Source: an optimization exercise on an open RTL-to-GDS flow (aim: small area). Production flows keep margins and buffers that such runs may drop.
Only simulation tests tie the RTL to the original design; equivalence was not proved.
Power figures rest on the tool's default switching activity, not on a simulated workload.

==> run a: inputs <==
==> flow/design.v <==
module dram_mem_arbiter #(
    parameter int NUM_PORTS  = 4,
    parameter int ADDR_WIDTH = 32,
    parameter int DATA_WIDTH = 144,
    parameter int BE_WIDTH   = 18,
    parameter int TAG_WIDTH  = 32,
    parameter int RD_DEPTH   = 16
) (
    input  logic                            Mem_Clk,
    input  logic                            Mem_Rst,
    output logic                            dram_reset,
    output logic [ADDR_WIDTH-1:0]           dram_address,
    output logic                            dram_rnw,
    output logic                            dram_cmd_en,
    input  logic                            dram_ready,
    output logic [DATA_WIDTH-1:0]           dram_data_o,
    output logic [BE_WIDTH-1:0]             dram_byte_enable,
    input  logic [DATA_WIDTH-1:0]           dram_data_i,
    input  logic                            dram_data_valid,
    input  logic [NUM_PORTS*ADDR_WIDTH-1:0] Mem_Cmd_Address,
    input  logic [NUM_PORTS-1:0]            Mem_Cmd_RNW,
    input  logic [NUM_PORTS-1:0]            Mem_Cmd_Valid,
    input  logic [NUM_PORTS*TAG_WIDTH-1:0]  Mem_Cmd_Tag,
    output logic [NUM_PORTS-1:0]            Mem_Cmd_Ack,
    input  logic [NUM_PORTS*DATA_WIDTH-1:0] Mem_Wr_Din,
    input  logic [NUM_PORTS*BE_WIDTH-1:0]   Mem_Wr_BE,
    output logic [DATA_WIDTH-1:0]           Mem_Rd_Dout,
    output logic [TAG_WIDTH-1:0]            Mem_Rd_Tag,
    output logic [NUM_PORTS-1:0]            Mem_Rd_Valid,
    input  logic [NUM_PORTS-1:0]            Mem_Rd_Ack,
    output logic                            arb_error
);
    localparam int PW = (NUM_PORTS > 1) ? $clog2(NUM_PORTS) : 1;
    localparam int FW = $clog2(RD_DEPTH);
    localparam int TW = PW + TAG_WIDTH;            
    localparam int CMDW = 1 + ADDR_WIDTH + DATA_WIDTH + BE_WIDTH;
    logic                  cmd_en, dram_reset_q, err_q;
    logic [CMDW-1:0]       cmd_q;
    logic [PW-1:0]         rr_start;
    logic [FW:0]           alloc_p, fill_p, head_p;
    logic [RD_DEPTH-1:0]   head_oh;
    logic                  cmd_free, credit, pending, ready_any;
    logic                  grant_any, grant_read, fill, pop;
    logic [PW-1:0]         grant_idx, head_port;
    logic [NUM_PORTS-1:0]  eligible, gnt;
    logic [RD_DEPTH*TW-1:0]         tp_mem;    
    logic [RD_DEPTH*DATA_WIDTH-1:0] dat_mem;
    logic [RD_DEPTH-1:0]            alloc_sel, fill_sel, head_sel;
    logic [TW-1:0]                  tp_in, tp_head;
    logic [DATA_WIDTH-1:0]          dat_head;
    logic [CMDW-1:0]                cmd_d;
    assign cmd_free  = !cmd_en || dram_ready;
    assign credit    = (alloc_p ^ head_p) != {1'b1, {FW{1'b0}}};
    assign pending   = alloc_p != fill_p;
    assign ready_any = fill_p != head_p;
    always_comb begin
        for (int p = 0; p < NUM_PORTS; p++)
            eligible[p] = Mem_Cmd_Valid[p] && (!Mem_Cmd_RNW[p] || credit);
    end
    always_comb begin
        grant_any = 1'b0;
        grant_idx = '0;
        for (int i = 0; i < NUM_PORTS; i++) begin
            logic [PW-1:0] c;
            c = rr_start + PW'(i);
            if (!grant_any && eligible[c]) begin
                grant_any = 1'b1;
                grant_idx = c;
            end
        end
        if (Mem_Rst || !cmd_free) grant_any = 1'b0;
        gnt = '0;
        if (grant_any) gnt[grant_idx] = 1'b1;
    end
    assign Mem_Cmd_Ack = gnt;
    assign grant_read  = |(gnt & Mem_Cmd_RNW);
    assign fill        = dram_data_valid && pending;
    always_comb begin
        cmd_d = {CMDW{cmd_en && !dram_ready}} & cmd_q;
        for (int p = 0; p < NUM_PORTS; p++)
            cmd_d |= {CMDW{gnt[p]}} & {Mem_Cmd_RNW[p],
                                       Mem_Cmd_Address[p*ADDR_WIDTH +: ADDR_WIDTH],
                                       Mem_Wr_Din[p*DATA_WIDTH +: DATA_WIDTH],
                                       Mem_Wr_BE[p*BE_WIDTH +: BE_WIDTH]};
        tp_in = '0;
        for (int p = 0; p < NUM_PORTS; p++)
            tp_in |= {TW{gnt[p]}} & {PW'(p), Mem_Cmd_Tag[p*TAG_WIDTH +: TAG_WIDTH]};
    end
    always_comb begin
        for (int i = 0; i < RD_DEPTH; i++) begin
            alloc_sel[i] = alloc_p[FW-1:0] == FW'(i);
            fill_sel[i]  = fill_p[FW-1:0] == FW'(i);
            head_sel[i]  = head_oh[i];
        end
    end
    always_comb begin
        tp_head  = '0;
        dat_head = '0;
        for (int i = 0; i < RD_DEPTH; i++) begin
            tp_head  |= {TW{head_sel[i]}} & tp_mem[i*TW +: TW];
            dat_head |= {DATA_WIDTH{head_sel[i]}} & dat_mem[i*DATA_WIDTH +: DATA_WIDTH];
        end
    end
    assign head_port = tp_head[TW-1 -: PW];
    assign pop       = ready_any && Mem_Rd_Ack[head_port];
    always_comb begin
        for (int p = 0; p < NUM_PORTS; p++)
            Mem_Rd_Valid[p] = ready_any && head_port == PW'(p);
    end
    assign Mem_Rd_Dout = dat_head;
    assign Mem_Rd_Tag  = tp_head[TAG_WIDTH-1:0];
    assign dram_reset  = dram_reset_q;
    assign dram_cmd_en = cmd_en;
    assign {dram_rnw, dram_address, dram_data_o, dram_byte_enable} = cmd_q;
    assign arb_error   = err_q;
    always_ff @(posedge Mem_Clk) begin
        dram_reset_q <= Mem_Rst;
        cmd_q        <= cmd_d;
        if (Mem_Rst) begin
            cmd_en   <= 1'b0;
            rr_start <= '0;
            alloc_p  <= '0;
            fill_p   <= '0;
            head_p   <= '0;
            head_oh  <= RD_DEPTH'(1);
            err_q    <= 1'b0;
        end else begin
            if (grant_any) begin
                cmd_en   <= 1'b1;
                rr_start <= grant_idx + 1'b1;
            end else if (dram_ready) begin
                cmd_en <= 1'b0;
            end
            if (grant_read) alloc_p <= alloc_p + 1'b1;
            if (fill)       fill_p  <= fill_p + 1'b1;
            if (pop) begin
                head_p  <= head_p + 1'b1;
                head_oh <= {head_oh[RD_DEPTH-2:0], head_oh[RD_DEPTH-1]};
            end
            if (dram_data_valid && !pending) err_q <= 1'b1;
        end
    end
    always_ff @(posedge Mem_Clk) begin
        for (int i = 0; i < RD_DEPTH; i++) begin
            if (grant_read && alloc_sel[i]) tp_mem[i*TW +: TW] <= tp_in;
            if (fill && fill_sel[i])        dat_mem[i*DATA_WIDTH +: DATA_WIDTH] <= dram_data_i;
        end
    end
endmodule
==> flow/flow/run.sh <==
#!/bin/bash
# Standard ORFS layout (the standard.sh, unchanged synthesis), except that
# the port buffers use the smallest buffer cell instead of the one buffer_ports
# picks by default, and the antenna repair after detailed routing may take up
# to 10 rounds instead of 5. The whole make output goes to flow_make.log here;
# ORFS also keeps each step's own log under orfs/logs.
set -euo pipefail
bash standard.sh 'BUFFER_PORTS_ARGS=-buffer_cell sky130_fd_sc_hd__buf_1' MAX_REPAIR_ANTENNAS_ITER_DRT=10 finish > flow_make.log 2>&1
==> flow/standard.sh <==
#!/bin/bash
# synth_recipe.tcl (not shown) runs the flow's synth.tcl, then flattens the netlist and writes it again
# the make line also repeats each setting of config.mk as NAME=value (left out here)
make -C /OpenROAD-flow-scripts/flow DESIGN_CONFIG=/design/flow/config.mk WORK_HOME=/design/flow/orfs CLKGATE_MAP_FILE= SYNTH_SCRIPT=/design/flow/synth_recipe.tcl "${@:-finish}"
==> flow/config.mk <==
export PLATFORM = sky130hd
export DESIGN_NAME = dram_mem_arbiter
export DESIGN_NICKNAME = dram_mem_arbiter
export VERILOG_FILES = /design/flow/design.v
export SDC_FILE = /design/flow/constraint.sdc
export NUM_CORES = 4
export LEC_CHECK = 0
export CAP_MARGIN = 20
export CORE_MARGIN = 2
export CORE_UTILIZATION = 55
export CTS_BUF_LIST = sky130_fd_sc_hd__clkbuf_16
export CTS_CLUSTER_DIAMETER = 80
export CTS_CLUSTER_SIZE = 25
export SLEW_MARGIN = 20
==> flow/constraint.sdc <==
create_clock -name core_clock -period 7.0 [get_ports {Mem_Clk}]
set_input_delay 1.4000 -clock core_clock [delete_from_list [all_inputs] [get_ports {Mem_Clk}]]
set_output_delay 1.4000 -clock core_clock [all_outputs]
set_load 0.01 [all_outputs]
==> run b: changes against run a <==
==> flow/flow/run.sh (replaced) <==
#!/bin/bash
# Standard ORFS layout (the standard.sh, unchanged synthesis), except that
# the port buffers use the smallest buffer cell instead of the one buffer_ports
# picks by default. The whole make output goes to flow_make.log here; ORFS
# also keeps each step's own log under orfs/logs.
set -euo pipefail
bash standard.sh 'BUFFER_PORTS_ARGS=-buffer_cell sky130_fd_sc_hd__buf_1' finish > flow_make.log 2>&1
Settings changed: CORE_UTILIZATION 55 to 60, CTS_BUF_LIST sky130_fd_sc_hd__clkbuf_16 to not set, CTS_CLUSTER_DIAMETER 80 to not set, CTS_CLUSTER_SIZE 25 to not set.
==> summary of the runs <==
Of run b and run a, run b has the higher wire length (gap about 4%, measured against run a).
Sequential power is about the same in run a and run b.
Against run b, the power of run a is lower by 15%.
Sequential cell count is the same in run a and run b.
Between run a and run b, the lower clock skew is in run b (gap 0.0025 ns).
Run a reached the layout checks and failed them: slew limit. Run b went through all stages and came out clean.
Between run b and run a, the lower worst hold slack is in run b (gap 0.0037 ns).
Of run b and run a, run a has the higher register-to-register slack (gap 0.22 ns).
In synthesized cell count, run b and run a do not differ.
==> figures <==
Outcome: run a complete, but fails checks; run b complete, no violations
Violated checks: run a slew limit; run b -
Maximum number of pins on one net before global-route repair: run a 144; run b 147
Starting DRC count in detailed routing: run a 13490; run b 16330
Wire length reported by the detailed router: run a 511.3 mm; run b 532.4 mm
Wire length of the first global-routing pass: run a 659.6 mm; run b 680.3 mm
Ant. Diodes: run a 112; run b 121
Final Non-Filler Cells: run a 10380; run b 10510
Combined area of the multi-input logic cells: run a 21160 sq um; run b 21110 sq um
Sum of met2 wire segment lengths after detailed routing: run a 208.8 mm; run b 208.2 mm
Final setup margin: run a 1.395 ns; run b 0.9831 ns
GP Congestion: run a 1.138; run b 1.184
Clock Latency Late Sink: run a 0.89 ns; run b 0.92 ns
Vias/cell: run a 7.327; run b 7.660
Floorplan Core Area: run a 204200 sq um; run b 187200 sq um
Pleak: run a 38.41 nW; run b 40.81 nW
Row count: run a 166; run b 159
Worst-case hold slack: run a 0.4655 ns; run b 0.4618 ns
Reg2reg setup slack: run a 1.86 ns; run b 1.64 ns

## separate check: timing with driven ports
The results above use ideal ports. As a check the final layouts listed here were re-extracted and re-timed, cells and wires unchanged. Step 1, drivers: a clkbuf_16 drives Mem_Clk and a buf_2 each remaining input, both assumed. Step 2, shift: input delay + t, output delay - t, t = (earliest + latest rising clock arrival at the registers) / 2. This alone moves slack from input paths to output paths. a / b / c = ideal ports / drivers / drivers and shift; a / b = the first two.
| run | t, ns | slack for setup (ns) | clock arrival spread, ns | worst register clock-pin slew, ns | pins driven straight from the clock port |
|---|---|---|---|---|---|
| run a | 0.954 | 1.395 / 1.299 / 0.970 | 0.057 / 0.057 | 0.11 / 0.11 | 1 |
| run b | 1.015 | 0.983 / 0.887 / 1.196 | 0.081 / 0.080 | 0.07 / 0.07 | 1 |
The setup slack of run a, which loses most, moves by -0.096 ns with the drivers and by -0.425 ns with both steps.
